From an optimization exercise on the open Yosys and OpenROAD flow, aimed at small area and a short achievable clock period; shortcuts taken in it are not production practice. RTL that was checked went through simulation tests only; none was proved equivalent to the original. For run 4, only the layout was checked, not whether the RTL still works. No activity file was given, so power comes from the tool's default toggle rates.

File: design/flow/standard.sh
#!/bin/bash
# synth_recipe.tcl (not shown) runs the flow's synth.tcl, then flattens the netlist and writes it again
# the make line also repeats each setting of config.mk as NAME=value (left out here)
make -C /OpenROAD-flow-scripts/flow DESIGN_CONFIG=/design/flow/config.mk WORK_HOME=/design/flow/orfs CLKGATE_MAP_FILE= SYNTH_SCRIPT=/design/flow/synth_recipe.tcl "${@:-finish}"
File: design/flow/design.v
`default_nettype none
package angle_pkg;
    typedef logic signed [32-1:0] angle_t;
    typedef logic [9-1:0] heading_t;
    localparam int LO_W = 10;
    localparam int Q_W  = 14;
    localparam int M_W  = 6;
    localparam int TURN = 45;
endpackage
`default_nettype wire
`default_nettype none
package imu_pkg;
    typedef logic signed [16-1:0] rate_t;
endpackage
`default_nettype wire
`timescale 1ns/1ps
`default_nettype none
module gyro_integrator (
    input  logic                       clk,
    input  logic                       rst_n,
    input  logic                       clear,
    input  logic [15:0]                rate,
    output logic [angle_pkg::LO_W-1:0] lo,
    output logic [angle_pkg::M_W-1:0]  mb,
    output logic                       c,
    output logic                       ovp,
    output logic                       ovn
);
    logic [15:0] r;
    logic [13:0] q;
    logic [15:0] low_n;
    logic        c16;
    logic [7:0]  hi_p1, hi_m1, hi_n;
    logic        c_n, ovp_n, ovn_n;
    logic [5:0]  mb_n;
    assign r = rate;
    kadd #(.W(16)) add_low_i (
        .a    ({q[5:0], lo}),
        .b    (r),
        .cin  (1'b0),
        .s    (low_n),
        .cout (c16)
    );
    assign c_n = low_n[10] ^ q[0] ^ r[10];
    kadd #(.W(8)) inc_i (.a(q[13:6]), .b(8'h00), .cin(1'b1), .s(hi_p1), .cout());
    kadd #(.W(8)) dec_i (.a(q[13:6]), .b(8'hff), .cin(1'b0), .s(hi_m1), .cout());
    always_comb begin
        case ({r[15], c16})
            2'b01:   hi_n = hi_p1;
            2'b10:   hi_n = hi_m1;
            default: hi_n = q[13:6];
        endcase
    end
    assign ovp_n = (q[13:6] == 8'h7f) & ~r[15] &  c16;
    assign ovn_n = (q[13:6] == 8'h80) &  r[15] & ~c16;
    addfold45 fold_i (
        .a ({2'b00, mb}),
        .b ({{5{ovp}}, ovp | ovn, 1'b0, c}),
        .c ({{2{r[15]}}, r[15:10]}),
        .m (mb_n)
    );
    always_ff @(posedge clk or negedge rst_n) begin
        if (!rst_n) begin
            lo  <= '0;
            q   <= '0;
            mb  <= '0;
            c   <= 1'b0;
            ovp <= 1'b0;
            ovn <= 1'b0;
        end else if (clear) begin
            lo  <= '0;
            q   <= '0;
            mb  <= '0;
            c   <= 1'b0;
            ovp <= 1'b0;
            ovn <= 1'b0;
        end else begin
            lo  <= low_n[9:0];
            q   <= {hi_n, low_n[15:10]};
            mb  <= mb_n;
            c   <= c_n;
            ovp <= ovp_n;
            ovn <= ovn_n;
        end
    end
endmodule
`default_nettype wire
`timescale 1ns/1ps
`default_nettype none
module addfold45 (
    input  logic [7:0] a,
    input  logic [7:0] b,
    input  logic [7:0] c,
    output logic [5:0] m
);
    logic [7:0] s1, c1, s2, c2, s3, c3;
    logic [7:0] u, up, um;
    csa #(.W(8)) csa_u_i  (.a(a),  .b(b),             .c(c),     .s(s1), .cy(c1));
    csa #(.W(8)) csa_up_i (.a(s1), .b({c1[6:0], 1'b0}), .c(8'd45), .s(s2), .cy(c2));
    csa #(.W(8)) csa_um_i (.a(s1), .b({c1[6:0], 1'b0}), .c(8'hd3), .s(s3), .cy(c3));
    kadd #(.W(8)) add_u_i  (.a(s1), .b({c1[6:0], 1'b0}), .cin(1'b0), .s(u),  .cout());
    kadd #(.W(8)) add_up_i (.a(s2), .b({c2[6:0], 1'b0}), .cin(1'b0), .s(up), .cout());
    kadd #(.W(8)) add_um_i (.a(s3), .b({c3[6:0], 1'b0}), .cin(1'b0), .s(um), .cout());
    always_comb begin
        if (u[7])
            m = up[5:0];
        else if (um[7])
            m = u[5:0];
        else
            m = um[5:0];
    end
endmodule
`default_nettype wire
module kadd #(
    parameter int W = 16
) (
    input  logic [W-1:0] a,
    input  logic [W-1:0] b,
    input  logic         cin,
    output logic [W-1:0] s,
    output logic         cout
);
    localparam int L = (W > 16) ? 5 : (W > 8) ? 4 : (W > 4) ? 3 : (W > 2) ? 2 : 1;
    logic [W-1:0] p0;
    logic [W-1:0] gl [0:L];
    logic [W-1:0] pl [0:L];
    assign p0 = a ^ b;
    always_comb begin
        gl[0] = a & b;
        pl[0] = p0;
        gl[0][0] = (a[0] & b[0]) | (p0[0] & cin);
        for (int l = 0; l < L; l++) begin
            for (int i = 0; i < W; i++) begin
                if ((i >> l) & 1) begin
                    gl[l+1][i] = gl[l][i] | (pl[l][i] & gl[l][((i >> l) << l) - 1]);
                    pl[l+1][i] = pl[l][i] & pl[l][((i >> l) << l) - 1];
                end else begin
                    gl[l+1][i] = gl[l][i];
                    pl[l+1][i] = pl[l][i];
                end
            end
        end
    end
    assign s    = p0 ^ {gl[L][W-2:0], cin};
    assign cout = gl[L][W-1];
endmodule
module csa #(
    parameter int W = 8
) (
    input  logic [W-1:0] a,
    input  logic [W-1:0] b,
    input  logic [W-1:0] c,
    output logic [W-1:0] s,
    output logic [W-1:0] cy
);
    assign s  = a ^ b ^ c;
    assign cy = (a & b) | (a & c) | (b & c);
endmodule
`timescale 1ns/1ps
`default_nettype none
module relative_yaw (
    input  logic [6:0] t,
    input  logic       l9,
    output logic [5:0] rel_hi,
    output logic       sign
);
    logic signed [6:0] ts;
    logic [6:0]        tm, tp;
    logic              sub45, add45;
    assign ts = t;
    assign tm = t - 7'd45;
    assign tp = t + 7'd45;
    always_comb begin
        if (l9) begin
            sub45 = ts >= 7'sd22;
            add45 = ts <= -7'sd24;
        end else begin
            sub45 = ts >= 7'sd23;
            add45 = ts <= -7'sd23;
        end
        if (sub45)
            rel_hi = tm[5:0];
        else if (add45)
            rel_hi = tp[5:0];
        else
            rel_hi = t[5:0];
    end
    assign sign = (sub45 & tm[5]) | (~sub45 & add45 & tp[5]) | (~sub45 & ~add45 & t[5]);
endmodule
`default_nettype wire
`timescale 1ns/1ps
`default_nettype none
module yaw_tracker_top (
    input  logic                clk,
    input  logic                rst_n,
    input  logic                sample_valid,
    input  logic                calibrate,
    input  imu_pkg::rate_t      rate_a,
    input  imu_pkg::rate_t      rate_b,
    output angle_pkg::angle_t   yaw_a,
    output angle_pkg::angle_t   yaw_b,
    output angle_pkg::angle_t   rel_yaw,
    output angle_pkg::heading_t heading,
    output logic                out_valid
);
    localparam int LO_W = angle_pkg::LO_W;
    localparam int M_W  = angle_pkg::M_W;
    logic        v0, v1, v2;
    logic        c0;
    logic [15:0] ra0, rb0;
    logic [LO_W-1:0] lo_a, lo_b;
    logic [M_W-1:0]  mb_a, mb_b;
    logic            c_a, ovp_a, ovn_a, c_b, ovp_b, ovn_b;
    logic [M_W-1:0]  m_a, m_b;
    logic [LO_W-1:0] ya_lo_1, yb_lo_1;
    logic [M_W-1:0]  ya_m_1, yb_m_1;
    logic [LO_W-1:0] dl;
    logic            l_borrow;
    logic            rel_sgn;
    logic [6:0]      t_1;
    logic [5:0]      rel_hi;
    logic [LO_W-1:0] ya_lo_q, yb_lo_q, rel_lo_q;
    logic [M_W-1:0]  ya_m_q, yb_m_q;
    logic [5:0]      rel_hi_q;
    logic            rel_sgn_q;
    always_ff @(posedge clk or negedge rst_n) begin
        if (!rst_n) begin
            v0 <= 1'b0;
            v1 <= 1'b0;
            v2 <= 1'b0;
            c0 <= 1'b0;
        end else begin
            v0 <= sample_valid;
            v1 <= v0;
            v2 <= v1;
            c0 <= sample_valid && calibrate;
        end
    end
    always_ff @(posedge clk or negedge rst_n) begin
        if (!rst_n) begin
            ra0 <= '0;
            rb0 <= '0;
        end else begin
            ra0 <= sample_valid ? rate_a : 16'd0;
            rb0 <= sample_valid ? rate_b : 16'd0;
        end
    end
    gyro_integrator gyro_integrator_a_i (
        .clk   (clk),
        .rst_n (rst_n),
        .clear (c0),
        .rate  (ra0),
        .lo    (lo_a),
        .mb    (mb_a),
        .c     (c_a),
        .ovp   (ovp_a),
        .ovn   (ovn_a)
    );
    gyro_integrator gyro_integrator_b_i (
        .clk   (clk),
        .rst_n (rst_n),
        .clear (c0),
        .rate  (rb0),
        .lo    (lo_b),
        .mb    (mb_b),
        .c     (c_b),
        .ovp   (ovp_b),
        .ovn   (ovn_b)
    );
    addfold45 fold_a_i (
        .a ({2'b00, mb_a}),
        .b ({{5{ovp_a}}, ovp_a | ovn_a, 1'b0, c_a}),
        .c (8'd0),
        .m (m_a)
    );
    addfold45 fold_b_i (
        .a ({2'b00, mb_b}),
        .b ({{5{ovp_b}}, ovp_b | ovn_b, 1'b0, c_b}),
        .c (8'd0),
        .m (m_b)
    );
    logic [9:0] lo_diff;
    logic       lo_borrow;
    logic [6:0] t_n;
    assign {lo_borrow, lo_diff} = {1'b0, lo_a} - {1'b0, lo_b};
    logic [6:0] pa, pb;
    assign pa  = {{4{ovp_a}}, ovp_a | ovn_a, 1'b0, c_a};
    assign pb  = {{4{ovp_b}}, ovp_b | ovn_b, 1'b0, c_b};
    logic [6:0] t_s1, t_c1, t_s2, t_c2;
    csa #(.W(7)) t_csa1_i (.a({1'b0, mb_a}), .b({1'b1, ~mb_b}), .c(pa), .s(t_s1), .cy(t_c1));
    csa #(.W(7)) t_csa2_i (.a(t_s1), .b({t_c1[5:0], 1'b1}), .c(~pb), .s(t_s2), .cy(t_c2));
    kadd #(.W(7)) t_add_i (
        .a    (t_s2),
        .b    ({t_c2[5:0], 1'b0}),
        .cin  (~lo_borrow),
        .s    (t_n),
        .cout ()
    );
    always_ff @(posedge clk or negedge rst_n) begin
        if (!rst_n) begin
            ya_lo_1  <= '0;
            yb_lo_1  <= '0;
            ya_m_1   <= '0;
            yb_m_1   <= '0;
            t_1      <= '0;
        end else begin
            ya_lo_1  <= lo_a;
            yb_lo_1  <= lo_b;
            ya_m_1   <= m_a;
            yb_m_1   <= m_b;
            t_1      <= t_n;
        end
    end
    assign {l_borrow, dl} = {1'b0, ya_lo_1} - {1'b0, yb_lo_1};
    relative_yaw relative_yaw_i (
        .t      (t_1),
        .l9     (dl[9]),
        .rel_hi (rel_hi),
        .sign   (rel_sgn)
    );
    always_ff @(posedge clk or negedge rst_n) begin
        if (!rst_n) begin
            ya_lo_q   <= '0;
            yb_lo_q   <= '0;
            ya_m_q    <= '0;
            yb_m_q    <= '0;
            rel_lo_q  <= '0;
            rel_hi_q  <= '0;
            out_valid <= 1'b0;
        end else begin
            ya_lo_q   <= ya_lo_1;
            yb_lo_q   <= yb_lo_1;
            ya_m_q    <= ya_m_1;
            yb_m_q    <= yb_m_1;
            rel_lo_q  <= dl;
            rel_hi_q  <= rel_hi;
            out_valid <= v2;
        end
    end
    assign yaw_a   = {8'd0, ya_m_q, ya_lo_q, 8'd0};
    assign yaw_b   = {8'd0, yb_m_q, yb_lo_q, 8'd0};
    always_ff @(posedge clk or negedge rst_n) begin
        if (!rst_n) begin
            rel_sgn_q <= 1'b0;
        end else begin
            rel_sgn_q <= rel_sgn;
        end
    end
    assign rel_yaw = {{4{rel_sgn_q}}, {5{rel_hi_q[5]}}, rel_hi_q[4:0], rel_lo_q, 8'd0};
    assign heading = {ya_m_q, ya_lo_q[9:7]};
endmodule
`default_nettype wire
File: design/flow/flow/margin.txt
7.0
File: design/flow/flow/run.sh
#!/bin/bash
set -euo pipefail
MARGIN=$(cat flow/margin.txt)
bash standard.sh ADDER_MAP_FILE= synth > synth.log 2>&1
bash standard.sh SETUP_SLACK_MARGIN=$MARGIN floorplan > floorplan.log 2>&1
bash standard.sh SETUP_SLACK_MARGIN=$MARGIN "BUFFER_PORTS_ARGS=-buffer_cell sky130_fd_sc_hd__buf_1" place > place.log 2>&1
bash standard.sh SETUP_SLACK_MARGIN=$MARGIN cts > cts.log 2>&1
bash standard.sh SETUP_SLACK_MARGIN=$MARGIN route > route.log 2>&1
bash standard.sh SETUP_SLACK_MARGIN=$MARGIN finish > finish.log 2>&1
File: design/flow/config.mk
export PLATFORM = sky130hd
export DESIGN_NAME = yaw_tracker_top
export DESIGN_NICKNAME = yaw_tracker_top
export VERILOG_FILES = /design/flow/design.v
export SDC_FILE = /design/flow/constraint.sdc
export NUM_CORES = 4
export LEC_CHECK = 0
export CAP_MARGIN = 20
export CORE_MARGIN = 2
export CORE_UTILIZATION = 40
export SLEW_MARGIN = 20
File: design/flow/constraint.sdc
create_clock -name core_clock -period 10.0 [get_ports {clk}]
set_input_delay 2.0000 -clock core_clock [delete_from_list [all_inputs] [get_ports {clk}]]
set_output_delay 2.0000 -clock core_clock [all_outputs]
set_load 0.01 [all_outputs]
==> results.cfg, run 1 <==
[final_layout]
nets = 1415
multi_input_area_um2 = 6670
area_growth_pct = 14.7
final_cells = 1782
layout-drive-gt1-share = 0.144
ff_latch_area_um2 = 4810
fillers = 2851
antenna_cells = 0

[pwr]
powerDensity_nw_per_um2 = 320
power_w = 0.00437
irDropWorstVdd_v = 0.000179
power_leakage_nw = 5.69

[synth]
ys_seq_area_frac = 0.402
synth_edf_count = 0
synth.cell_area_um2 = 11900
synthFlopType = dfrtp_1
synthArstFlopShare = 1.00
synth_cell_types = 86
yosys_warnings = 13
avgSynthCellArea_um2 = 9.16
syn_inst = 1297
synth-seq-cells = 191

[timing]
holdWs_ns = 0.343
timing.slew.headroom = 0.450
hold_violations = 0
worst_pin_slew_ns = 0.817
fin_setup_tns_ns = 0
setup_viol = 0
fin_crit_ns = 3.05
rsz0062_at_grt = true
timing.fmax_ghz = 0.327
finClkSkew_ns = 0.0122
fin_crit_sh = 0.305
drv_slew = 0

[floorplan]
die_h_um = 176
num_rows = 63
dieArea_um2 = 31100
die_w_um = 176
core_um2 = 29500
ios = 142
initial_utilization = 0.403

[critical_path]
cp_data_required_time_ns = 10.35
r2r_end = gyro_integrator_a_i.mb[3]$_DFF_PN0_
ff2ff_setup_slack_ns = 6.95
startpoint_type = flip-flop
crit_arrival_ns = 3.40
path_class = flip-flop to flip-flop
crit_path_max_fanout = 8
reg2reg_depth = 11
endpoint_kind = flip-flop
worstReg2RegStart = gyro_integrator_a_i.ovp$_DFF_PN0_

[clocking]
clock_sinks = 191
hold_buffers = 0
clk_pin_slew_ns = 0.08
h-tree-depth = 4
clkLatencyLatePin_ns = 0.44
cts_buffers = 17
cts_tree = done
cts_root_buffer = clkbuf_16
clockBufferDepth = 2

[placed_design]
gp_congestion = 0.845
dp.cells = 1708
port_buffers = 101
hpwl_um = 18900

[grt]
grt_pass1_wl_um = 44500
use_met2 = 0.290
grt_max_degree = 127
first_global_vias = 8821
antenna_found_initial = 1
grt_overflow = 0
grtUsageTotal = 0.176
use_met3 = 0.0239
use_met1 = 0.238
gr-max-usage-layer = met2

[flow_run]
cap_viol_max_count = 0

[routing]
ant_nets = 0
routed_wl_um = 28000
vias_per_cell = 5.38
drtIter0Drc = 668
wl_per_cell_um = 15.7
vias = 9585
drc = 0
drtPass1Iterations = 5

[min_path]
hold_class = flip-flop to flip-flop
hold_path_depth = 0
min_from = yb_m_1[3]$_DFF_PN0_
whs_endpoint = yb_m_q[3]$_DFF_PN0_

[run_status]
status = no timing/DRC/antenna violations
## critical path, cell delays in order (launching register included)
cell	delay, ns
dfrtp_2	0.46
clkbuf_16	0.16
maj3_2	0.35
and2_4	0.16
or3b_4	0.36
a221o_1	0.39
a32oi_4	0.26
buf_12	0.16
nand4_1	0.19
a211oi_2	0.31
o21ai_1	0.09
o31ai_1	0.07
## state kept, by name, summed over array words and instances, names as in the netlist, 6 cells and up
register	cells
t_1	7
ya_lo_q	10
ya_m_q	6
yb_m_q	6
gyro_integrator_a_i.mb	6
yb_lo_q	10
ra0	16
yb_m_1	6
ya_m_1	6
yb_lo_1	10
gyro_integrator_b_i.q	14
rel_hi_q	6
gyro_integrator_a_i.lo	10
rb0	16
ya_lo_1	10
rel_lo_q	10
gyro_integrator_b_i.lo	10
gyro_integrator_b_i.mb	6
gyro_integrator_a_i.q	14
## cells in the final DEF (no fill, tap or decap), types with 24 or more instances in the layout
cell       n
and2_1    51
xnor2_1   95
nand2_1   67
xor2_1    53
buf_4     41
conb_1    40
buf_1     83
o21ai_0   59
maj3_1    37
inv_1     34
nor3_1    24
nor2_1   110
a21oi_1   73
dfrtp_1  168
## cell type report
type / count / area share
Clock buffer: 20 / 0.0342
Clock inverter: 12 / 0.0105
Inverter: 36 / 0.0102
Multi-Input combinational cell: 983 / 0.489
Sequential cell: 191 / 0.353
Tap cell: 390 / 0.0358
Timing Repair Buffer: 150 / 0.0668
## repair_timing
| item | CTS | global route |
|---|---|---|
| cloned | 2 | 2 |
| resized for setup | 44 | 69 |
| buffers inserted | 11 | 27 |
| endpoints found under the setup margin | 25 | 178 |
| pin swaps | 11 | 20 |
## cell usage after synthesis, types with 9 or more instances
library cell	instances	share of area
dfrtp_1	191	0.40
nor2_1	113	0.036
xnor2_1	95	0.070
a21oi_1	79	0.033
nand2_1	68	0.021
o21ai_0	68	0.029
buf_4	57	0.036
clkbuf_1	55	0.017
xor2_1	54	0.040
and2_1	52	0.027
maj3_1	38	0.032
inv_1	35	0.011
nor3_1	26	0.011
a31oi_1	23	0.012
nand3_1	23	0.0097
mux2i_1	18	0.015
nand2b_1	17	0.0090
nor2b_1	17	0.0090
or3_1	17	0.0090
or2_2	15	0.0079
and3_1	14	0.0074
nor4_1	13	0.0068
o31ai_1	13	0.0082
a21o_1	12	0.0076
o21a_1	11	0.0069
o22ai_1	10	0.0053
a211oi_1	9	0.0057
o211ai_1	9	0.0057
## report_power, final
part | total (W) | internal (W) | switching, W
Clock | 0.000700 | 0.000375 | 0.000325
Combinational | 0.00225 | 0.00101 | 0.00123
Sequential | 0.00142 | 0.00108 | 0.000347
Total | 0.00437 | 0.00247 | 0.00190
## cells by family after synthesis
group,share of synthesized area
flip-flops,0.402
AO/OA/AOI/OAI,0.178
AND/OR/NAND/NOR,0.180
adder cells (fa/ha/maj),0.0330
multiplexers,0.0199
XOR/XNOR,0.116
other,0.000316
buffers and inverters,0.0707
## per-layer routing
metal,vias to the layer above,part of all wire,wire length [um]
met2,280,0.48,13400
met3,40,0.039,1090
li1,4643,-,-
met1,4622,0.46,12900
met4,0,0.020,556
met5,-,0,0
## worst max path at each step
stage / from / to / slack [ns] / depth (start not counted)
after global placement: rst_n / rb0[15]$_DFF_PN0_ / 6.57 / 2
after detailed placement: gyro_integrator_a_i.ovp$_DFF_PN0_ / gyro_integrator_a_i.mb[2]$_DFF_PN0_ / 6.51 / 10
final: gyro_integrator_a_i.ovp$_DFF_PN0_ / gyro_integrator_a_i.mb[3]$_DFF_PN0_ / 6.95 / 11
after global routing: gyro_integrator_a_i.ovn$_DFF_PN0_ / gyro_integrator_a_i.mb[2]$_DFF_PN0_ / 6.84 / 9
after floorplan: gyro_integrator_b_i.mb[3]$_DFF_PN0_ / gyro_integrator_b_i.mb[3]$_DFF_PN0_ / 7.06 / 10
after CTS: gyro_integrator_a_i.ovp$_DFF_PN0_ / gyro_integrator_a_i.mb[2]$_DFF_PN0_ / 6.98 / 11
## through the flow
stage,cell area (um2),util,worst slack [ns]
5_1_grt,13600,0.462,6.84
2_1_floorplan,12000,-,7.06
6_report,13600,0.462,6.95
3_5_place_dp,12300,0.416,6.51
3_3_place_gp,12300,0.416,6.57
4_1_cts,13200,0.447,6.98
==> inputs of run 2 (changes only) <==
==> design/flow/flow/margin.txt (replaced) <==
6.8
--- a/design/flow/config.mk
+++ b/design/flow/config.mk
@@ -9,3 +9,4 @@
 export CORE_MARGIN = 2
 export CORE_UTILIZATION = 40
+export CTS_BUF_LIST = sky130_fd_sc_hd__clkbuf_4 sky130_fd_sc_hd__clkbuf_8
 export SLEW_MARGIN = 20
==> run 2 against run 1 <==
Cell area decreased by 5.1%. Sequential share of layout area grew 1.8 points. Largest cell class unchanged. Worst setup slack worse by 0.013 ns. Via count fell by 2.8%. Clock power fell by 24%. Register-to-register slack about the same. Worst hold slack lost 0.00078 ns.
==> results.cfg, run 2 <==
[floorplan]
die_w_um = 176
dieArea_um2 = 31100
initial_utilization = 0.403
ios = 142
core_um2 = 29500
num_rows = 63
die_h_um = 176

[clocking]
cts_tree = done
clkLatencyLatePin_ns = 0.49
hold_buffers = 0
clockBufferDepth = 2
h-tree-depth = 4
cts_buffers = 17
cts_root_buffer = clkbuf_8
clock_sinks = 191
clk_pin_slew_ns = 0.10

[timing]
timing.slew.headroom = 0.356
timing.fmax_ghz = 0.326
setup_slack_ns = 6.93
fin_crit_sh = 0.307
worst_pin_slew_ns = 0.966
fin_crit_ns = 3.07
finClkSkew_ns = 0.0216
setup_viol = 0
drv_slew = 0
hold_violations = 0
fin_setup_tns_ns = 0
rsz0062_at_grt = true

[pwr]
comb_power_share = 0.516
switching_share = 0.448
irDropWorstVdd_v = 0.000136
powerDensity_nw_per_um2 = 315
p_clk_frac = 0.130
p_int_w = 0.00225
power_leakage_nw = 5.35
p_switching_w = 0.00183
seq_power_share = 0.353

[final_layout]
fillers = 2905
reg_top3 = ra0: 16 flops, rb0: 16 flops
layout-drive-gt1-share = 0.0881
area_growth_pct = 8.86
antenna_cells = 0
final_common_cell = dfrtp_1
final_cell_mix = 176 x dfrtp_1, 112 x nor2_1, 100 x buf_1
nets = 1385
final_cells = 1752

[min_path]
hold_class = flip-flop to flip-flop
hold_path_depth = 0
whs_endpoint = yb_m_q[3]$_DFF_PN0_
min_from = yb_m_1[3]$_DFF_PN0_

[routing]
vias_per_cell = 5.32
drtPass1Iterations = 5
routed_wl_um = 26800
wl_per_cell_um = 15.3
drc = 0
vias = 9313
ant_nets = 0
drtIter0Drc = 632

[flow_run]
cap_viol_max_count = 0

[synth]
synth_top_area_cell = dfrtp_1
synth.cell_area_um2 = 11900
syn_inst = 1297
yosysMostFrequentCell = dfrtp_1
synth_cell_types = 86
synth-seq-cells = 191
yosys_warnings = 13
avgSynthCellArea_um2 = 9.16
synth_edf_count = 0
netlist.area_leader.share = 0.402
ys_seq_area_frac = 0.402
ys_top_cells_by_count = 191 x dfrtp_1, 113 x nor2_1, 95 x xnor2_1
synthTopCellsByArea = dfrtp_1 40%, xnor2_1 7.0%, xor2_1 4.0%
synthFlopType = dfrtp_1
synthArstFlopShare = 1.00

[critical_path]
path_class = flip-flop to flip-flop
path_cells = maj3_1 > a21oi_1 > a211oi_2 > or2_2 > or3_1 > and2_1 > a31oi_1 > a31oi_1 > a41o_1
worstReg2RegStart = gyro_integrator_a_i.c$_DFF_PN0_
crit_buf_inv = 0
crit_arrival_ns = 3.44
worst_path_most_repeated_cell = a31oi_1
reg2reg_depth = 9
r2r_end = gyro_integrator_a_i.mb[1]$_DFF_PN0_
endpoint_kind = flip-flop
crit_path_max_fanout = 23
cp_slowest_cell = dfrtp_4
cp_data_required_time_ns = 10.38
startpoint_type = flip-flop
ff2ff_setup_slack_ns = 6.93
cpPeakStageDelay_ns = 0.62
crit_family = compound AO/OA/AOI/OAI gates

[grt]
grt_pass1_wl_um = 43800
grtUsageTotal = 0.173
grt_overflow = 0
first_global_vias = 8701
grt_max_degree = 127
antenna_found_initial = 1

[placed_design]
hpwl_um = 18900
gp_congestion = 0.845
port_buffers = 101
dp.cells = 1708
place_ws_ns = 6.51

[run_status]
status = no timing/DRC/antenna violations
run 2: cell counts after synthesis:
Identical to the previous run, type by type.
run 2: cell type report:
class	count	area, um2	area share
Multi-Input combinational cell	983	6500	0.503
Sequential cell	191	4800	0.371
Timing Repair Buffer	120	586	0.0453
Tap cell	390	488	0.0377
Clock buffer	20	275	0.0213
Clock inverter	12	143	0.0110
Inverter	36	135	0.0104
run 2: worst max-delay path by stage:
stage                                              from                               endpoint  slack (ns)  depth (start not counted)
finish                  gyro_integrator_a_i.c$_DFF_PN0_    gyro_integrator_a_i.mb[1]$_DFF_PN0_        6.93                          9
global route                           ra0[0]$_DFF_PN0_  gyro_integrator_a_i.q[11]$_DFFE_PN0P_        6.77                         10
CTS                   gyro_integrator_b_i.ovp$_DFF_PN0_    gyro_integrator_b_i.mb[3]$_DFF_PN0_        6.82                         10
detailed placement    gyro_integrator_a_i.ovp$_DFF_PN0_    gyro_integrator_a_i.mb[2]$_DFF_PN0_        6.51                         10
global placement                                  rst_n                      rb0[15]$_DFF_PN0_        6.57                          2
floorplan           gyro_integrator_b_i.mb[3]$_DFF_PN0_    gyro_integrator_b_i.mb[3]$_DFF_PN0_        7.06                         10
run 2: metal layers:
layer | share of wire | global-route usage | wire length [um] | vias to the layer above
met1 | 0.47 | 0.234 | 12700 | 4477
met5 | 0 | 0 | 0 | -
li1 | - | - | - | 4594
met3 | 0.033 | 0.0250 | 876 | 32
met2 | 0.47 | 0.284 | 12700 | 210
met4 | 0.019 | 0.0630 | 508 | 0
run 2: worst register-to-register path, cell delays in order (launching register included):
cell	delay (ns)
dfrtp_4	0.62
maj3_1	0.39
a21oi_1	0.35
a211oi_2	0.11
or2_2	0.30
or3_1	0.42
and2_1	0.24
a31oi_1	0.20
a31oi_1	0.11
a41o_1	0.22
run 2: kinds of logic after synthesis:
family / Yosys count / synth area share
xor gates and xnor gates: 152 / 0.116
adders and majority gates: 39 / 0.0330
and+or+nand+nor: 412 / 0.180
AOI/OAI and AO/OA: 317 / 0.178
DFF: 191 / 0.402
buffers and inverters: 162 / 0.0707
muxes: 23 / 0.0199
other: 1 / 0.000316
run 2: stage by stage:
step | instance area [um2] | util | hold slack, ns | power [W]
finish | 12900 | 0.439 | 0.343 | 0.00407
global placement | 12300 | 0.416 | 0.334 | 0.00345
detailed placement | 12300 | 0.416 | 0.336 | 0.00349
CTS | 12800 | 0.433 | 0.350 | 0.00406
floorplan | 12000 | - | 0.331 | 0.00305
global route | 12900 | 0.439 | 0.354 | 0.00442
run 2: what timing repair did:
item	in CTS	in global routing
setup endpoints to repair	14	19
resized for setup	16	27
gates cloned	0	1
pin swaps	3	3
buffers inserted	1	10
run 2: power groups by stage:
stage / clock network (W) / registers (W) / logic (W)
floorplan: 0 / 0.00130 / 0.00175
global route: 0.000582 / 0.00149 / 0.00235
detailed placement: 0 / 0.00145 / 0.00204
finish: 0.000532 / 0.00144 / 0.00210
CTS: 0.000554 / 0.00144 / 0.00207
global placement: 0 / 0.00144 / 0.00201
==> inputs of run 3 (changes only) <==
--- a/design/flow/config.mk
+++ b/design/flow/config.mk
@@ -9,4 +9,4 @@
 export CORE_MARGIN = 2
 export CORE_UTILIZATION = 40
-export CTS_BUF_LIST = sky130_fd_sc_hd__clkbuf_4 sky130_fd_sc_hd__clkbuf_8
+export CTS_BUF_LIST = sky130_fd_sc_hd__clkbuf_8
 export SLEW_MARGIN = 20
==> run 3 against run 2 <==
Worst hold slack unchanged. Worst setup slack unchanged. Sequential cell count unchanged. Cell count unchanged. Total power unchanged. Synthesized area unchanged. Maximum frequency unchanged. Clock power about the same. Wire length unchanged. Largest power group unchanged.
==> results.cfg, run 3 <==
[routing]
drtIter0Drc = 632
ant_nets = 0
drc = 0
wl_per_cell_um = 15.3
vias = 9313
routed_wl_um = 26800
vias_per_cell = 5.32
drtPass1Iterations = 5

[critical_path]
endpoint_kind = flip-flop
cpPeakStageDelay_ns = 0.62
reg2reg_depth = 9
worst_path_most_repeated_cell = a31oi_1
path_class = flip-flop to flip-flop
ff2ff_setup_slack_ns = 6.93
cp_data_required_time_ns = 10.38
crit_path_max_fanout = 23
worstReg2RegStart = gyro_integrator_a_i.c$_DFF_PN0_
startpoint_type = flip-flop
crit_arrival_ns = 3.44
cp_slowest_cell = dfrtp_4
path_cells = maj3_1 > a21oi_1 > a211oi_2 > or2_2 > or3_1 > and2_1 > a31oi_1 > a31oi_1 > a41o_1
r2r_end = gyro_integrator_a_i.mb[1]$_DFF_PN0_

[clocking]
clkLatencyLatePin_ns = 0.49
h-tree-depth = 4
cts_tree = done
cts_buffers = 17
cts_root_buffer = clkbuf_8
clockBufferDepth = 2
clock_sinks = 191
clk_pin_slew_ns = 0.10

[timing]
rsz0062_at_grt = true
timing.fmax_ghz = 0.326
timing.slew.headroom = 0.356
setup_viol = 0
fin_setup_tns_ns = 0
drv_slew = 0
fin_crit_sh = 0.307
setup_slack_ns = 6.93
worst_pin_slew_ns = 0.966
hold_violations = 0
fin_crit_ns = 3.07
finClkSkew_ns = 0.0216
holdWs_ns = 0.343

[floorplan]
ios = 142
num_rows = 63
die_w_um = 176
core_um2 = 29500
die_h_um = 176
dieArea_um2 = 31100
initial_utilization = 0.403

[synth]
synth_edf_count = 0
yosys_warnings = 13
ys_top_cells_by_count = 191 x dfrtp_1, 113 x nor2_1, 95 x xnor2_1
synthTopCellsByArea = dfrtp_1 40%, xnor2_1 7.0%, xor2_1 4.0%
synthArstFlopShare = 1.00
avgSynthCellArea_um2 = 9.16
synth_cell_types = 86
synth-seq-cells = 191
yosysMostFrequentCell = dfrtp_1
netlist.area_leader.share = 0.402
synth_top_area_cell = dfrtp_1
synth.cell_area_um2 = 11900
ys_seq_area_frac = 0.402
synthFlopType = dfrtp_1
syn_inst = 1297

[final_layout]
antenna_cells = 0
final_common_cell = dfrtp_1
area_growth_pct = 8.86
nets = 1385
reg_top3 = ra0: 16 flops, rb0: 16 flops
layout-drive-gt1-share = 0.0881
final_cell_mix = 176 x dfrtp_1, 112 x nor2_1, 100 x buf_1

[pwr]
irDropWorstVdd_v = 0.000136
power_leakage_nw = 5.35
powerDensity_nw_per_um2 = 315

[run_status]
status = no timing/DRC/antenna violations

[placed_design]
port_buffers = 101
place_ws_ns = 6.51
hpwl_um = 18900
gp_congestion = 0.845

[min_path]
hold_class = flip-flop to flip-flop
hold_path_depth = 0
whs_endpoint = yb_m_q[3]$_DFF_PN0_
min_from = yb_m_1[3]$_DFF_PN0_

[flow_run]
cap_viol_max_count = 0

[grt]
grtUsageTotal = 0.173
grt_overflow = 0
grt_max_degree = 127
antenna_found_initial = 1
grt_pass1_wl_um = 43800
first_global_vias = 8701
run 3: worst max path at each step:
stage / startpoint / depth (start not counted) / to / slack, ns
5_1_grt: ra0[0]$_DFF_PN0_ / 10 / gyro_integrator_a_i.q[11]$_DFFE_PN0P_ / 6.77
3_5_place_dp: gyro_integrator_a_i.ovp$_DFF_PN0_ / 10 / gyro_integrator_a_i.mb[2]$_DFF_PN0_ / 6.51
4_1_cts: gyro_integrator_b_i.ovp$_DFF_PN0_ / 10 / gyro_integrator_b_i.mb[3]$_DFF_PN0_ / 6.82
3_3_place_gp: rst_n / 2 / rb0[15]$_DFF_PN0_ / 6.57
6_report: gyro_integrator_a_i.c$_DFF_PN0_ / 9 / gyro_integrator_a_i.mb[1]$_DFF_PN0_ / 6.93
2_1_floorplan: gyro_integrator_b_i.mb[3]$_DFF_PN0_ / 10 / gyro_integrator_b_i.mb[3]$_DFF_PN0_ / 7.06
run 3: worst max-delay path, delay by kind of cell (launching register included):
family	cells	cell delay, ns
AOI/OAI and AO/OA	5	0.99
and+or+nand+nor	3	0.96
DFF	1	0.62
adders and majority gates	1	0.39
run 3: through the flow:
step / cells / util / cell area, um2 / total power, W
finish: 1752 / 0.439 / 12900 / 0.00407
global route: 1752 / 0.439 / 12900 / 0.00442
CTS: 1741 / 0.433 / 12800 / 0.00406
detailed placement: 1708 / 0.416 / 12300 / 0.00349
global placement: 1708 / 0.416 / 12300 / 0.00345
floorplan: 1336 / - / 12000 / 0.00305
run 3: cells by family (layout without fill, tap and decap cells):
| family | Yosys count | after routing | share of synthesized area |
|---|---|---|---|
| simple gates | 412 | 412 | 0.180 |
| compound gates | 317 | 317 | 0.178 |
| flops | 191 | 191 | 0.402 |
| buf+inv | 162 | 188 | 0.0707 |
| xor+xnor | 152 | 152 | 0.116 |
| fa+ha+maj | 39 | 39 | 0.0330 |
| mux | 23 | 23 | 0.0199 |
| other cells | 1 | 40 | 0.000316 |
run 3: area by class of cell:
type / count / area (um2)
Clock buffer: 20 / 275
Tap cell: 390 / 488
Timing Repair Buffer: 120 / 586
Sequential cell: 191 / 4800
Multi-Input combinational cell: 983 / 6500
Inverter: 36 / 135
Clock inverter: 12 / 143
Fill cell: 2905 / 16500
run 3: metal layers:
metal / GRT usage / part of all wire
met1: 0.234 / 0.47
met2: 0.284 / 0.47
met3: 0.0250 / 0.033
met4: 0.0630 / 0.019
met5: 0 / 0
run 3: what timing repair did:
item,CTS,global route
gates cloned,0,1
resized for setup,16,27
hold buffers,0,0
pin swaps,3,3
setup buffers,1,10
endpoints found under the setup margin,14,19
run 3: where the power goes:
group | leakage [nW] | switching, W | total [W] | internal [W]
sequential | 2.38 | 0.000365 | 0.00144 | 0.00107
clock | 0.214 | 0.000303 | 0.000532 | 0.000228
combinational | 2.76 | 0.00116 | 0.00210 | 0.000947
total | 5.35 | 0.00183 | 0.00407 | 0.00225
==> inputs of run 4 (changes only) <==
--- a/design/flow/design.v
+++ b/design/flow/design.v
@@ -23,7 +23,7 @@
     output logic [angle_pkg::LO_W-1:0] lo,
     output logic [angle_pkg::M_W-1:0]  mb,
-    output logic                       c,
-    output logic                       ovp,
-    output logic                       ovn
+    output logic                       p3,
+    output logic                       p2,
+    output logic                       p0
 );
     logic [15:0] r;
@@ -56,5 +56,5 @@
     addfold45 fold_i (
         .a ({2'b00, mb}),
-        .b ({{5{ovp}}, ovp | ovn, 1'b0, c}),
+        .b ({{5{p3}}, p2, 1'b0, p0}),
         .c ({{2{r[15]}}, r[15:10]}),
         .m (mb_n)
@@ -65,21 +65,21 @@
             q   <= '0;
             mb  <= '0;
-            c   <= 1'b0;
-            ovp <= 1'b0;
-            ovn <= 1'b0;
+            p3  <= 1'b0;
+            p2  <= 1'b0;
+            p0  <= 1'b0;
         end else if (clear) begin
             lo  <= '0;
             q   <= '0;
             mb  <= '0;
-            c   <= 1'b0;
-            ovp <= 1'b0;
-            ovn <= 1'b0;
+            p3  <= 1'b0;
+            p2  <= 1'b0;
+            p0  <= 1'b0;
         end else begin
             lo  <= low_n[9:0];
             q   <= {hi_n, low_n[15:10]};
             mb  <= mb_n;
-            c   <= c_n;
-            ovp <= ovp_n;
-            ovn <= ovn_n;
+            p3  <= ovp_n;
+            p2  <= ovp_n | ovn_n;
+            p0  <= c_n;
         end
     end
@@ -211,5 +211,5 @@
     logic [LO_W-1:0] lo_a, lo_b;
     logic [M_W-1:0]  mb_a, mb_b;
-    logic            c_a, ovp_a, ovn_a, c_b, ovp_b, ovn_b;
+    logic            p3_a, p2_a, p0_a, p3_b, p2_b, p0_b;
     logic [M_W-1:0]  m_a, m_b;
     logic [LO_W-1:0] ya_lo_1, yb_lo_1;
@@ -253,7 +253,7 @@
         .lo    (lo_a),
         .mb    (mb_a),
-        .c     (c_a),
-        .ovp   (ovp_a),
-        .ovn   (ovn_a)
+        .p3    (p3_a),
+        .p2    (p2_a),
+        .p0    (p0_a)
     );
     gyro_integrator gyro_integrator_b_i (
@@ -264,11 +264,11 @@
         .lo    (lo_b),
         .mb    (mb_b),
-        .c     (c_b),
-        .ovp   (ovp_b),
-        .ovn   (ovn_b)
+        .p3    (p3_b),
+        .p2    (p2_b),
+        .p0    (p0_b)
     );
     addfold45 fold_a_i (
         .a ({2'b00, mb_a}),
-        .b ({{5{ovp_a}}, ovp_a | ovn_a, 1'b0, c_a}),
+        .b ({{5{p3_a}}, p2_a, 1'b0, p0_a}),
         .c (8'd0),
         .m (m_a)
@@ -276,5 +276,5 @@
     addfold45 fold_b_i (
         .a ({2'b00, mb_b}),
-        .b ({{5{ovp_b}}, ovp_b | ovn_b, 1'b0, c_b}),
+        .b ({{5{p3_b}}, p2_b, 1'b0, p0_b}),
         .c (8'd0),
         .m (m_b)
@@ -285,6 +285,6 @@
     assign {lo_borrow, lo_diff} = {1'b0, lo_a} - {1'b0, lo_b};
     logic [6:0] pa, pb;
-    assign pa  = {{4{ovp_a}}, ovp_a | ovn_a, 1'b0, c_a};
-    assign pb  = {{4{ovp_b}}, ovp_b | ovn_b, 1'b0, c_b};
+    assign pa  = {{4{p3_a}}, p2_a, 1'b0, p0_a};
+    assign pb  = {{4{p3_b}}, p2_b, 1'b0, p0_b};
     logic [6:0] t_s1, t_c1, t_s2, t_c2;
     csa #(.W(7)) t_csa1_i (.a({1'b0, mb_a}), .b({1'b1, ~mb_b}), .c(pa), .s(t_s1), .cy(t_c1));
==> run 4 against run 3 <==
Still clean. Synthesized cell count down 2.4%. Total power rose by 3.3%. Maximum frequency decreased by 2.7%. Critical endpoint is now gyro_integrator_b_i.q[9]$_DFFE_PN0P_.
==> results.cfg, run 4 <==
[run_status]
status = no timing/DRC/antenna violations

[critical_path]
cpPeakStageDelay_ns = 0.48
cp_slowest_cell = dfrtp_2
crit_path_max_fanout = 6
endpoint_kind = flip-flop
startpoint_type = flip-flop
cp_data_required_time_ns = 10.34
path_cells = a31oi_4 > o31ai_2 > maj3_2 > a41o_1 > o32ai_2 > a31oi_2 > maj3_2 > buf_2 > buf_4 > mux2i_1 > xor2_1 > nor2_1
crit_arrival_ns = 3.50
worst_path_most_repeated_cell = maj3_2
crit_buf_inv = 2
path_class = flip-flop to flip-flop
crit_family = compound AO/OA/AOI/OAI gates

[routing]
drc = 0
routed_wl_um = 25400
wl_per_cell_um = 14.6
vias_per_cell = 5.22
vias = 9085
drtIter0Drc = 703
drtPass1Iterations = 5
ant_nets = 0

[synth]
syn_inst = 1266
ys_top_cells_by_count = 191 x dfrtp_1, 126 x nor2_1, 115 x xnor2_1
synthTopCellsByArea = dfrtp_1 41%, xnor2_1 8.6%, nor2_1 4.0%
yosys_warnings = 13
synth_edf_count = 0
synthArstFlopShare = 1.00
synth_cell_types = 86
yosysMostFrequentCell = dfrtp_1
synth-seq-cells = 191
ys_seq_area_frac = 0.409
netlist.area_leader.share = 0.409
synth.cell_area_um2 = 11700
synth_top_area_cell = dfrtp_1
synthFlopType = dfrtp_1
avgSynthCellArea_um2 = 9.24

[timing]
setup_viol = 0
timing.slew.headroom = 0.482
worst_pin_slew_ns = 0.777
finClkSkew_ns = 0.0230
fin_setup_tns_ns = 0
fin_crit_ns = 3.15
hold_violations = 0
holdWs_ns = 0.356
drv_slew = 0
fin_crit_sh = 0.315
rsz0062_at_grt = true
timing.fmax_ghz = 0.317
setup_slack_ns = 6.85

[pwr]
irDropWorstVdd_v = 0.000103
powerDensity_nw_per_um2 = 317
power_leakage_nw = 5.40

[grt]
first_global_vias = 8251
grt_pass1_wl_um = 40800
gr-max-usage-layer = met2
use_met3 = 0.0242
grt_max_degree = 81
use_met1 = 0.223
grt_overflow = 0
grtUsageTotal = 0.163
antenna_found_initial = 0
use_met2 = 0.261

[min_path]
hold_class = flip-flop to flip-flop

[floorplan]
dieArea_um2 = 30600
num_rows = 62
ios = 142
die_w_um = 175
core_um2 = 28800
initial_utilization = 0.407
die_h_um = 175

[clocking]
cts_buffers = 17
hold_buffers = 0
cts_root_buffer = clkbuf_8
cts_tree = done
clockBufferDepth = 2
h-tree-depth = 4
clk_pin_slew_ns = 0.13
clock_sinks = 191
clkLatencyLatePin_ns = 0.48

[final_layout]
final_cell_mix = 159 x dfrtp_1, 125 x nor2_1, 111 x xnor2_1
fin_util = 0.461
fillers = 2748
layout-drive-gt1-share = 0.141
final_common_cell = dfrtp_1
nets = 1378
area_growth_pct = 13.5
reg_top3 = ra0: 16 flops, rb0: 16 flops
antenna_cells = 0

[placed_design]
place_ws_ns = 5.98
hpwl_um = 17500
gp_congestion = 0.849
port_buffers = 101

[flow_run]
cap_viol_max_count = 0
-- run 4: logic make-up after synthesis --
logic type,after synthesis,synth area share
flops,191,0.409
simple gates,431,0.185
compound gates,254,0.148
xor+xnor,163,0.127
other cells,1,0.000321
buf+inv,156,0.0694
fa+ha+maj,37,0.0326
mux,33,0.0292
-- run 4: cell type report --
class                   instances  area [um2]  share of cell area
multi-input cells             958        6690               0.504
flip-flops and latches        191        4830               0.364
inverters                      30         113             0.00848
clock inverters                14         200              0.0151
well taps                     384         480              0.0362
clock buffers                  18         248              0.0187
repair buffers                144         717              0.0540
-- run 4: worst register-to-register path: stages, from the launching register on --
cell	delay, ns
dfrtp_2	0.48
a31oi_4	0.22
o31ai_2	0.10
maj3_2	0.36
a41o_1	0.28
o32ai_2	0.33
a31oi_2	0.16
maj3_2	0.39
buf_2	0.19
buf_4	0.14
mux2i_1	0.16
xor2_1	0.17
nor2_1	0.05
-- run 4: metrics by stage --
step | instances | power (W) | area (um2)
global placement | 1668 | 0.00339 | 12000
finish | 1739 | 0.00421 | 13300
CTS | 1707 | 0.00409 | 12800
global route | 1739 | 0.00455 | 13300
floorplan | 1305 | 0.00302 | 11800
detailed placement | 1668 | 0.00343 | 12000
-- run 4: final timing paths --
kind | cells past startpoint | to | slack, ns | from
min in group asynchronous | 1 | rel_lo_q[4]$_DFF_PN0_ | 1.59 | rst_n
worst max-delay path | 12 | gyro_integrator_b_i.q[9]$_DFFE_PN0P_ | 6.85 | rb0[0]$_DFF_PN0_
worst min-delay path | 0 | yb_m_q[1]$_DFF_PN0_ | 0.36 | yb_m_1[1]$_DFF_PN0_
worst min register to register | 0 | yb_m_q[1]$_DFF_PN0_ | 0.36 | yb_m_1[1]$_DFF_PN0_
worst max register to register | 12 | gyro_integrator_b_i.q[9]$_DFFE_PN0P_ | 6.85 | rb0[0]$_DFF_PN0_
max in group asynchronous | 2 | gyro_integrator_b_i.mb[3]$_DFF_PN0_ | 7.11 | rst_n
-- run 4: what timing repair did --
action,CTS,global route
pin swaps,5,20
gates resized for setup,47,59
setup buffers,7,32
endpoints found under the hold margin,0,0
endpoints found under the setup margin,51,43
-- run 4: layer usage --
| layer | up-vias | part of all wire |
|---|---|---|
| met2 | 244 | 0.47 |
| met4 | 0 | 0.015 |
| met1 | 4385 | 0.47 |
| met5 | - | 0 |
| met3 | 25 | 0.041 |
| li1 | 4431 | - |
-- run 4: where the power goes --
group | switching (W) | internal, W
logic | 0.00117 | 0.00104
clock network | 0.000336 | 0.000208
registers | 0.000379 | 0.00108

separate check: timing with driven ports:
The results above use ideal ports. As a check the final layouts listed here were re-extracted and re-timed, cells and wires unchanged.
Step 1 sets driving cells, clkbuf_16 on the clock port and buf_2 on the other inputs (assumed; they add their load-dependent delay and slew).
Step 2 times the ports against the registers' clock, not the clock port: input delays grow and output delays shrink by t, the midpoint of the rising clock arrivals with the driver on.
a / b / c = ideal ports / drivers / drivers and shift; a / b = the first two.
| run | shift t [ns] | slack for setup (ns) | hold slack, ns | slew at the worst register clock pin (ns) |
|---|---|---|---|---|
| run 1 | 0.484 | 6.946 / 6.946 / 6.897 | 0.343 / 0.343 / 0.343 | 0.08 / 0.08 |
| run 2 | 0.520 | 6.933 / 6.901 / 6.633 | 0.343 / 0.343 / 0.343 | 0.11 / 0.11 |
| run 3 | 0.520 | 6.933 / 6.901 / 6.633 | 0.343 / 0.343 / 0.343 | 0.11 / 0.11 |
| run 4 | 0.514 | 6.847 / 6.847 / 6.616 | 0.356 / 0.356 / 0.356 | 0.13 / 0.13 |
After both steps every run listed still meets setup and hold. Setup slack includes reset recovery checks.
